Source: an optimization exercise on an open RTL-to-GDS flow (aim: small area and a short achievable clock period). Production flows keep margins and buffers that such runs may drop.
The RTL was checked by simulation tests, not by an equivalence proof against the original design.
Power is estimated from default activity; no workload was simulated.

==> design/flow/design.v <==
`timescale 1ns/1ps
package core_pkg;
	typedef struct packed {
		logic [6:0] funct7;
		logic [4:0] rs2;
		logic [4:0] rs1;
		logic [2:0] funct3;
		logic [4:0] rd;
		logic [6:0] opcode;
	} r_fmt_t;
	typedef struct packed {
		logic       imm12;
		logic [5:0] imm10_5;
		logic [4:0] rs2;
		logic [4:0] rs1;
		logic [2:0] funct3;
		logic [3:0] imm4_1;
		logic       imm11;  
		logic [6:0] opcode;
	} b_fmt_t;
	typedef union packed {
		r_fmt_t r;
		b_fmt_t b;
	} instr_u;
	localparam logic [6:0] OPC_OP     = 7'b0110011;
	localparam logic [6:0] OPC_BRANCH = 7'b1100011;
	localparam logic [2:0] F3_ADD_SUB = 3'b000;
	localparam logic [2:0] F3_XOR     = 3'b100;
	localparam logic [2:0] F3_OR      = 3'b110;
	localparam logic [2:0] F3_AND     = 3'b111;
	localparam logic [2:0] F3_BEQ     = 3'b000;
	localparam logic [2:0] F3_BNE     = 3'b001;
	localparam logic [6:0] F7_BASE = 7'b0000000;
	localparam logic [6:0] F7_SUB  = 7'b0100000;  
	typedef enum logic [2:0] {
		OP_NONE,
		OP_ADD,
		OP_SUB,
		OP_AND,
		OP_OR,
		OP_XOR,
		OP_BEQ,
		OP_BNE
	} lane_op_e;
	typedef logic [$clog2(4 + 1)-1:0] thread_id_t;
	localparam thread_id_t TID_IDLE = thread_id_t'(4);
	typedef struct packed {
		logic                valid;
		logic [32-1:0] pc;
		instr_u     ins;
		logic [32-1:0] op1;  
		logic [32-1:0] op2;  
	} decode_bundle_t;
	typedef decode_bundle_t queue_entry_t;  
	typedef struct packed {
		logic                wen;
		logic [4:0]          rd;
		logic [32-1:0] data;
	} wb_t;
	typedef struct packed {
		logic                en;
		logic [32-1:0] addr;
	} jump_t;
	typedef struct packed {
		queue_entry_t entry;
		thread_id_t   tid;
	} lane_issue_t;
	typedef struct packed {
		logic       valid;
		thread_id_t tid;
		wb_t        wb;
		jump_t      jump;
	} lane_result_t;
	localparam int TID_W   = $clog2(4 + 1);
	localparam int ENTRY_W = 1 + 4 * 32;
	localparam int WB_W    = 1 + 5 + 32;
	localparam int JUMP_W  = 1 + 32;
	localparam int ISSUE_W = ENTRY_W + TID_W;
	localparam int RES_W   = 1 + TID_W + WB_W + JUMP_W;
endpackage
`timescale 1ns/1ps
module issue_queue (
	input  logic                     clk,
	input  logic                     rst,
	input  core_pkg::decode_bundle_t decode,
	input  logic                     dispatched,
	input  core_pkg::wb_t            wb,
	input  logic                     jump_en,
	output core_pkg::queue_entry_t   head,
	output core_pkg::queue_entry_t   bypass_entry,
	output logic                     empty
);
	localparam int DEPTH = 3;
	localparam int EW    = core_pkg::ENTRY_W;
	logic [DEPTH*EW-1:0]    q;
	logic [DEPTH*EW-1:0]    fq;      
	logic [DEPTH*EW-1:0]    sh;      
	logic [DEPTH*EW-1:0]    q_next;
	logic [DEPTH*EW-1:0]    q_rst;   
	core_pkg::queue_entry_t incoming;
	core_pkg::queue_entry_t e;
	logic                   fwd;
	logic                   dup;
	logic                   bypass;
	logic                   placed;
	always_comb begin
		fwd = wb.wen && wb.rd != 5'd0;
		for (int i = 0; i < DEPTH; i++) begin
			e = q[i*EW +: EW];
			if (fwd && e.ins.r.rs1 == wb.rd) e.op1 = wb.data;
			if (fwd && e.ins.r.rs2 == wb.rd) e.op2 = wb.data;
			fq[i*EW +: EW] = e;
		end
		e = decode;
		if (fwd && e.ins.r.rs1 == wb.rd) e.op1 = wb.data;
		if (fwd && e.ins.r.rs2 == wb.rd) e.op2 = wb.data;
		incoming = e;
		dup = 1'b0;
		for (int i = 0; i < DEPTH; i++) begin
			e = q[i*EW +: EW];
			if (e.valid && e.pc == decode.pc) begin
				dup = 1'b1;
			end
		end
		e = q[0 +: EW];
		bypass = dispatched && !e.valid;  
		for (int i = 0; i < DEPTH - 1; i++) begin
			sh[i*EW +: EW] = dispatched ? fq[(i+1)*EW +: EW] : fq[i*EW +: EW];
		end
		e = fq[(DEPTH-1)*EW +: EW];
		if (dispatched) e.valid = 1'b0;
		sh[(DEPTH-1)*EW +: EW] = e;
		q_next = sh;
		placed = 1'b0;
		for (int i = 0; i < DEPTH; i++) begin
			e = sh[i*EW +: EW];
			if (!placed && !e.valid && decode.valid && !dup && !bypass) begin
				q_next[i*EW +: EW] = incoming;
				placed = 1'b1;
			end
		end
		for (int i = 0; i < DEPTH; i++) begin
			e = q_next[i*EW +: EW];
			if (jump_en) e.valid = 1'b0;  
			q_next[i*EW +: EW] = e;
			e = q[i*EW +: EW];
			e.valid = 1'b0;
			q_rst[i*EW +: EW] = e;
		end
	end
	always_ff @(posedge clk) begin
		if (!rst) begin
			q <= q_rst;  
		end else begin
			q <= q_next;
		end
	end
	always_comb begin
		head               = fq[0 +: EW];
		empty              = !head.valid;
		head.valid         = head.valid && !jump_en;
		bypass_entry       = incoming;
		bypass_entry.valid = incoming.valid && !jump_en;
	end
endmodule
`timescale 1ns/1ps
module lane_select (
	input  logic [4*core_pkg::ENTRY_W-1:0] bypass,   
	input  logic [4*core_pkg::ENTRY_W-1:0] heads,    
	input  logic [4-1:0]                   empty,
	input  logic [3*core_pkg::TID_W-1:0]     dispatch_sel,
	output logic [3*core_pkg::ISSUE_W-1:0]   issue,    
	output logic [4-1:0]                   dispatched
);
	localparam int EW = core_pkg::ENTRY_W;
	localparam int SW = $clog2(4);
	core_pkg::thread_id_t  sel;
	logic [SW-1:0]         slot;
	core_pkg::lane_issue_t li;
	always_comb begin
		dispatched = '0;
		for (int l = 0; l < 3; l++) begin
			sel    = dispatch_sel[l*core_pkg::TID_W +: core_pkg::TID_W];
			slot   = sel[SW-1:0];
			li     = '0;  
			li.tid = sel;
			if (sel != core_pkg::TID_IDLE) begin
				if (empty[slot]) begin
					li.entry = bypass[slot*EW +: EW];
				end else begin
					li.entry = heads[slot*EW +: EW];
				end
				dispatched[slot] = 1'b1;
			end
			issue[l*core_pkg::ISSUE_W +: core_pkg::ISSUE_W] = li;
		end
	end
endmodule
`timescale 1ns/1ps
module exec_lane (
	input  core_pkg::lane_issue_t  issue,
	output core_pkg::lane_result_t result
);
	core_pkg::instr_u     ins;
	core_pkg::lane_op_e   op;
	logic [32-1:0] op1;
	logic [32-1:0] op2;
	logic [32-1:0] b_imm;
	logic [32-1:0] alu_out;
	logic                taken;
	logic                is_branch;
	assign ins   = issue.entry.ins;
	assign op1   = issue.entry.op1;
	assign op2   = issue.entry.op2;
	assign b_imm = {{(32 - 12){ins.b.imm12}}, ins.b.imm11, ins.b.imm10_5,
		ins.b.imm4_1, 1'b0};
	always_comb begin
		op = core_pkg::OP_NONE;
		case (ins.r.opcode)
			core_pkg::OPC_OP: begin
				case ({ins.r.funct7, ins.r.funct3})
					{core_pkg::F7_BASE, core_pkg::F3_ADD_SUB}: op = core_pkg::OP_ADD;
					{core_pkg::F7_SUB, core_pkg::F3_ADD_SUB}:  op = core_pkg::OP_SUB;
					{core_pkg::F7_BASE, core_pkg::F3_AND}:     op = core_pkg::OP_AND;
					{core_pkg::F7_BASE, core_pkg::F3_OR}:      op = core_pkg::OP_OR;
					{core_pkg::F7_BASE, core_pkg::F3_XOR}:     op = core_pkg::OP_XOR;
					default:                                 op = core_pkg::OP_NONE;
				endcase
			end
			core_pkg::OPC_BRANCH: begin
				if (ins.b.funct3 == core_pkg::F3_BEQ) begin
					op = core_pkg::OP_BEQ;
				end else if (ins.b.funct3 == core_pkg::F3_BNE) begin
					op = core_pkg::OP_BNE;
				end
			end
			default: op = core_pkg::OP_NONE;  
		endcase
	end
	always_comb begin
		alu_out = '0;
		taken   = 1'b0;
		case (op)
			core_pkg::OP_ADD: alu_out = op1 + op2;
			core_pkg::OP_SUB: alu_out = op1 - op2;
			core_pkg::OP_AND: alu_out = op1 & op2;
			core_pkg::OP_OR:  alu_out = op1 | op2;
			core_pkg::OP_XOR: alu_out = op1 ^ op2;
			core_pkg::OP_BEQ: taken = (op1 == op2);
			core_pkg::OP_BNE: taken = (op1 != op2);
			default:         alu_out = '0;
		endcase
	end
	assign is_branch = (op == core_pkg::OP_BEQ) || (op == core_pkg::OP_BNE);
	always_comb begin
		result           = '0;
		result.valid     = issue.entry.valid && (op != core_pkg::OP_NONE);
		result.tid       = issue.tid;
		result.wb.wen    = result.valid && !is_branch && (ins.r.rd != 5'd0);  
		result.wb.rd     = ins.r.rd;
		result.wb.data   = alu_out;
		result.jump.en   = result.valid && taken;
		result.jump.addr = issue.entry.pc + b_imm;
	end
endmodule
`timescale 1ns/1ps
module result_route (
	input  logic                                      clk,
	input  logic                                      rst,
	input  logic [3*core_pkg::RES_W-1:0]    results,  
	output logic [4*core_pkg::WB_W-1:0]   wb,       
	output logic [4*core_pkg::JUMP_W-1:0] jump      
);
	localparam int SW = $clog2(4);
	logic [SW-1:0]                              slot;
	core_pkg::lane_result_t                     r;
	logic [4*core_pkg::WB_W-1:0]   wb_next;
	logic [4*core_pkg::JUMP_W-1:0] jump_next;
	always_comb begin
		wb_next   = '0;
		jump_next = '0;
		r         = '0;
		slot      = '0;
		if (rst) begin
			for (int l = 0; l < 3; l++) begin
				r    = results[l*core_pkg::RES_W +: core_pkg::RES_W];
				slot = r.tid[SW-1:0];
				if (r.valid) begin  
					wb_next[slot*core_pkg::WB_W +: core_pkg::WB_W]       = r.wb;
					jump_next[slot*core_pkg::JUMP_W +: core_pkg::JUMP_W] = r.jump;
				end
			end
		end
	end
	always_ff @(posedge clk) begin
		wb   <= wb_next;
		jump <= jump_next;
	end
endmodule
`timescale 1ns/1ps
module ex_stage (
	input  logic                                          clk,
	input  logic                                          rst,
	input  logic [4*core_pkg::ENTRY_W-1:0]  decode,
	input  logic [3*core_pkg::TID_W-1:0]      dispatch_sel,
	output logic [4*core_pkg::WB_W-1:0]     wb,
	output logic [4*core_pkg::JUMP_W-1:0]   jump
);
	localparam int EW = core_pkg::ENTRY_W;
	logic [4*EW-1:0]                  heads;
	logic [4*EW-1:0]                  bypass;
	logic [4-1:0]                     empty;
	logic [4-1:0]                     dispatched;
	logic [3*core_pkg::ISSUE_W-1:0]     issue;
	logic [3*core_pkg::RES_W-1:0]       results;
	for (genvar t = 0; t < 4; t++) begin : g_queue
		core_pkg::jump_t j;
		assign j = jump[t*core_pkg::JUMP_W +: core_pkg::JUMP_W];
		issue_queue i_queue (
			.clk          (clk),
			.rst          (rst),
			.decode       (decode[t*EW +: EW]),
			.dispatched   (dispatched[t]),
			.wb           (wb[t*core_pkg::WB_W +: core_pkg::WB_W]),  
			.jump_en      (j.en),                                    
			.head         (heads[t*EW +: EW]),
			.bypass_entry (bypass[t*EW +: EW]),
			.empty        (empty[t])
		);
	end
	lane_select i_select (
		.bypass       (bypass),
		.heads        (heads),
		.empty        (empty),
		.dispatch_sel (dispatch_sel),
		.issue        (issue),
		.dispatched   (dispatched)
	);
	for (genvar l = 0; l < 3; l++) begin : g_lane
		exec_lane i_lane (
			.issue  (issue[l*core_pkg::ISSUE_W +: core_pkg::ISSUE_W]),
			.result (results[l*core_pkg::RES_W +: core_pkg::RES_W])
		);
	end
	result_route i_route (
		.clk     (clk),
		.rst     (rst),
		.results (results),
		.wb      (wb),
		.jump    (jump)
	);
endmodule
`timescale 1ns/1ps
module ex_stage_top (
	input  logic         clk,
	input  logic         rst,           
	input  logic [3:0]   dec_valid,
	input  logic [127:0] dec_pc,
	input  logic [127:0] dec_ins,
	input  logic [127:0] dec_op1,
	input  logic [127:0] dec_op2,
	input  logic [8:0]   dispatch_sel,  
	output logic [3:0]   wb_wen,
	output logic [19:0]  wb_rd,
	output logic [127:0] wb_data,
	output logic [3:0]   jump_en,
	output logic [127:0] jump_addr
);
	logic [4*core_pkg::ENTRY_W-1:0] decode;
	logic [4*core_pkg::WB_W-1:0]    wb;
	logic [4*core_pkg::JUMP_W-1:0]  jump;
	core_pkg::decode_bundle_t                     d;
	core_pkg::wb_t                                w;
	core_pkg::jump_t                              j;
	always_comb begin
		for (int t = 0; t < 4; t++) begin
			d.valid = dec_valid[t];
			d.pc    = dec_pc[t*32 +: 32];
			d.ins   = dec_ins[t*32 +: 32];
			d.op1   = dec_op1[t*32 +: 32];
			d.op2   = dec_op2[t*32 +: 32];
			decode[t*core_pkg::ENTRY_W +: core_pkg::ENTRY_W] = d;
			w = wb[t*core_pkg::WB_W +: core_pkg::WB_W];
			j = jump[t*core_pkg::JUMP_W +: core_pkg::JUMP_W];
			wb_wen[t]             = w.wen;
			wb_rd[t*5 +: 5]       = w.rd;
			wb_data[t*32 +: 32]   = w.data;
			jump_en[t]            = j.en;
			jump_addr[t*32 +: 32] = j.addr;
		end
	end
	ex_stage i_stage (
		.clk          (clk),
		.rst          (rst),
		.decode       (decode),
		.dispatch_sel (dispatch_sel),
		.wb           (wb),
		.jump         (jump)
	);
endmodule
==> design/flow/run.sh <==
#!/bin/bash
# synth_recipe.tcl (not shown) runs the flow's synth.tcl, then flattens the netlist and writes it again
# the make line also repeats each setting of config.mk as NAME=value (left out here)
make -C /OpenROAD-flow-scripts/flow DESIGN_CONFIG=/design/flow/config.mk WORK_HOME=/design/flow/orfs CLKGATE_MAP_FILE= SYNTH_SCRIPT=/design/flow/synth_recipe.tcl finish
==> design/flow/config.mk <==
export PLATFORM = sky130hd
export DESIGN_NAME = ex_stage_top
export DESIGN_NICKNAME = ex_stage_top
export VERILOG_FILES = /design/flow/design.v
export SDC_FILE = /design/flow/constraint.sdc
export NUM_CORES = 4
export LEC_CHECK = 0
export CAP_MARGIN = 35
export CORE_MARGIN = 2
export CORE_UTILIZATION = 30
export PLACE_DENSITY = 0.45
export SETUP_SLACK_MARGIN = 0.4
export SLEW_MARGIN = 35
==> design/flow/constraint.sdc <==
create_clock -name core_clock -period 12.0 [get_ports {clk}]
set_input_delay 2.4000 -clock core_clock [delete_from_list [all_inputs] [get_ports {clk}]]
set_output_delay 2.4000 -clock core_clock [all_outputs]
set_load 0.01 [all_outputs]
==> metrics.log <==
INFO  metric status = timing/DRC/antenna clean
INFO  metric area.growth.synth_to_final = 21.9%
INFO  metric floorplan.initialDensity = 30.1%
INFO  metric cts_made_buffers = 240
INFO  metric postCtsResizedCells = 0
INFO  metric die_y = 725 um
INFO  metric avgViaCountPerCell = 6.39
INFO  metric io_pins = 811
INFO  metric unrepaired_setup_endpoints_after_global_routing = false
INFO  metric multi_input_comb_area = 97,100 um^2
INFO  metric cts_hold_repair.buffers = 0
INFO  metric total_leakage_power = 67.7 nW
INFO  metric core_area = 517,000 um^2
INFO  metric antenna_found_initial = 234
INFO  metric buffering_stage_count_on_the_worst_path_with_inverters_included = 7
INFO  metric vdd_ir_drop_max = 0.162 mV
INFO  metric report.final.setup_viol = 0
INFO  metric layout.area.seq = 52,100 um^2
INFO  metric design_area = 190,000 um^2
INFO  metric die_x = 725 um
INFO  metric layout-drive-gt1-share = 18.7%
INFO  metric ys_ff_latch = 1,832
INFO  metric postSynthCellCount = 17,350
INFO  metric layout.cells.most_common = sky130_fd_sc_hd__nand2_1
INFO  metric most-common-layout-cells = sky130_fd_sc_hd__nand2_1, sky130_fd_sc_hd__edfxtp_1, sky130_fd_sc_hd__buf_4, sky130_fd_sc_hd__a21oi_1, sky130_fd_sc_hd__mux2i_1
INFO  metric numPlacedInstances = 25,231
INFO  metric globalRouteTotalUtil = 41.4%
INFO  metric post_route_setup_tns = 0 ns
INFO  metric maxcap_viol_count = 0
INFO  metric clock.fmax = 88.9 MHz
INFO  metric worst_hold_path_type = reg -> reg
INFO  metric die-area = 526,000 um^2
INFO  metric postCtsSetupBuffers = 0
INFO  metric place.detailed.hpwl = 902,000 um
INFO  metric critPathCaptureType = flip-flop
INFO  metric grt_overflow_total = 0
INFO  metric layout_min_cycle_time = 11.25 ns
INFO  metric rr_startpoint = i_stage.i_route.wb[108]
INFO  metric share_of_synthesized_flip_flops_with_an_asynchronous_set_or_reset = 0%
INFO  metric synthesis.area = 156,000 um^2
INFO  metric number_of_failing_hold_endpoints_at_the_final_stage = 0
INFO  metric tritoncts_clock_tree = built
INFO  metric num_vias = 164,923
INFO  metric drtAntennaViolNets = 0
INFO  metric fin_crit_sh = 93.8%
INFO  metric gp_weighted_congestion = 1.08
INFO  metric utilization = 36.7%
INFO  metric timing.critical_path.slowest_cell_delay = 0.80 ns
INFO  metric cp.arrival = 12.09 ns
INFO  metric place_worst_setup_slack = 0.237 ns
INFO  metric worst_pin_slew = 1.15 ns
INFO  metric detailedRoute.firstIterationViolations = 26,214
INFO  metric syn_area_per_cell = 8.99 um^2
INFO  metric detail_route.first_pass.iterations = 7
INFO  metric timing.critical_path.required = 12.84 ns
INFO  metric finish.net_count = 19,496
INFO  metric critical_path.slowest_cell = sky130_fd_sc_hd__o21ai_1
INFO  metric stdcell_count = 25,804
INFO  metric setup_crit_start = dec_ins[19]
INFO  metric total_routed_length = 1,140,000 um
INFO  metric grt_pass1_wl = 1,470,000 um
INFO  metric final.setup.worst_slack = 0.748 ns
INFO  metric power_density_over_the_cells = 135 nW/um^2
INFO  metric path_class = in -> reg
INFO  metric clock_tree.root_cell = sky130_fd_sc_hd__clkbuf_16
INFO  metric cp-start-kind = input pin
INFO  metric first_global_vias = 149,457
INFO  metric synth.yosys.seq_area_share = 33.4%
INFO  metric fin_worst_skew = 0.0939 ns
INFO  metric drt-wirelength-per-cell = 44.2 um
INFO  metric drc = 0
INFO  metric yosys_most_used_dff = sky130_fd_sc_hd__edfxtp_1
INFO  metric clkSinkCount = 1,832
INFO  metric grt_max_degree = 183
INFO  metric crit_family = compound AO/OA/AOI/OAI gates
INFO  metric io_buffers = 810
INFO  metric beginning_of_the_worst_hold_path = i_stage.g_queue[2].i_queue.q[205]
INFO  metric worst_setup_hold_path_clk_slew = 0.07 ns
INFO  metric max-slew-margin-rel = 22.4%
INFO  metric cts.path.max_buffers = 4
INFO  metric dpl-instance-area = 182,000 um^2
INFO  metric critical_path.most_common_cell = sky130_fd_sc_hd__buf_4
INFO  metric synth_edf_count = 1,536
INFO  metric clk-insertion-delay-late = 1.03 ns
INFO  metric drv_slew = 0
INFO  metric yosysUniqueCellTypes = 131
INFO  metric fill_cells = 53,441
INFO  metric synth.net_count = 18,282
INFO  metric critical_path_fanouts_max = 21
INFO  metric ys_warn_count = 5
INFO  metric clock_tree.htree_level_count = 4
INFO  metric num_rows = 264
==> where the power goes <==
part | switching, mW | internal [mW] | total [mW] | leakage [nW]
registers | 0.202 | 7.41 | 7.61 | 17.1
logic | 7.16 | 3.44 | 10.6 | 46.9
clock network | 3.33 | 4.19 | 7.52 | 3.78
total | 10.7 | 15.0 | 25.7 | 67.7
==> kinds of logic after synthesis <==
family	synth area share (%)
buf+inv	5.25
mux	19.8
fa+ha+maj	3.29
compound gates	18.3
xor+xnor	3.86
flops	33.4
simple gates	16.1
==> Yosys cell counts, types with 312 or more instances <==
library cell / instances / area share [%]
sky130_fd_sc_hd__a21oi_1: 1319 / 4.2
sky130_fd_sc_hd__clkbuf_1: 1184 / 2.9
sky130_fd_sc_hd__o21ai_0: 1236 / 4.0
sky130_fd_sc_hd__nand2_1: 2491 / 6.0
sky130_fd_sc_hd__ha_1: 396 / 3.2
sky130_fd_sc_hd__edfxtp_1: 1536 / 30
sky130_fd_sc_hd__inv_1: 635 / 1.5
sky130_fd_sc_hd__xnor2_1: 452 / 2.5
sky130_fd_sc_hd__nand3_1: 671 / 2.2
sky130_fd_sc_hd__mux2_2: 312 / 2.3
sky130_fd_sc_hd__nor2_1: 1172 / 2.8
sky130_fd_sc_hd__mux4_2: 666 / 9.6
sky130_fd_sc_hd__mux2i_1: 1213 / 7.8
==> per-layer routing <==
| layer | routed length (um) | up-vias | share of wire, % | track usage (%) |
|---|---|---|---|---|
| met5 | 882 | - | 0.077 | 0.209 |
| met3 | 156000 | 2314 | 14 | 17.9 |
| met4 | 81300 | 90 | 7.1 | 24.3 |
| met1 | 460000 | 83913 | 40 | 54.4 |
| li1 | - | 67223 | - | - |
| met2 | 441000 | 11383 | 39 | 55.7 |
==> worst min-delay path, cell delays in order (launching register included) <==
cell and delay [ns]:
sky130_fd_sc_hd__edfxtp_1 0.32, sky130_fd_sc_hd__nand3_1 0.05, sky130_fd_sc_hd__o21ai_0 0.06
==> worst paths after layout <==
check	endpoint	slack, ns	depth (start not counted)
worst max-delay path	i_stage.i_route.wb[26]	0.75	28
worst min-delay path	i_stage.g_queue[2].i_queue.q[76]	0.53	2
worst max register to register	i_stage.i_route.wb[65]	1.44	31
worst min register to register	i_stage.g_queue[2].i_queue.q[76]	0.53	2
==> state kept, by name, summed over array words and instances, names as in the netlist <==
signal,flops
i_stage.i_route.jump,132
i_stage.i_route.wb,152
i_stage.g_queue.i_queue.q,1548
==> through the flow <==
step                hold slack [ns]  total power [mW]
floorplan                     0.504              12.8
global placement              0.515              17.7
detailed placement            0.520              17.7
CTS                           0.514              25.2
global route                  0.531              26.3
finish                        0.525              25.7
==> area by class of cell <==
cell class / count / share of cell area [%]
antenna: 124 / 0.163
clock buffer: 307 / 3.40
clock inverter: 135 / 0.708
inverter: 648 / 1.29
multi-input combinational: 13396 / 51.1
sequential: 1832 / 27.4
tap: 6916 / 4.55
timing repair buffer: 2446 / 11.4

-- separate check: timing with driven ports --
No port has a modelled driver above. Below, the same layout with a new extraction and two added sets of constraints. Step 1: set_driving_cell puts a clkbuf_16 on clk and a buf_2 on each other input, an assumption about the parent block. Step 2 times the ports against the registers' clock, not the clock port: input delays grow and output delays shrink by t, the midpoint of the rising clock arrivals with the driver on. Slacks: ideal ports / drivers / drivers and shift; pairs: ideal ports / drivers.
t (ns): 1.112
setup WS [ns]: 0.748 / 0.846 / -0.266
slew at the worst register clock pin (ns): 0.07 / 0.07
worst slew at a driven data input, ns: 0.35
cell pins on the clock port's net: 1
With both steps, setup timing fails in this run, where it was met with ideal ports. The setup slack of this run moves by +0.098 ns with the drivers and by -1.014 ns with both steps.
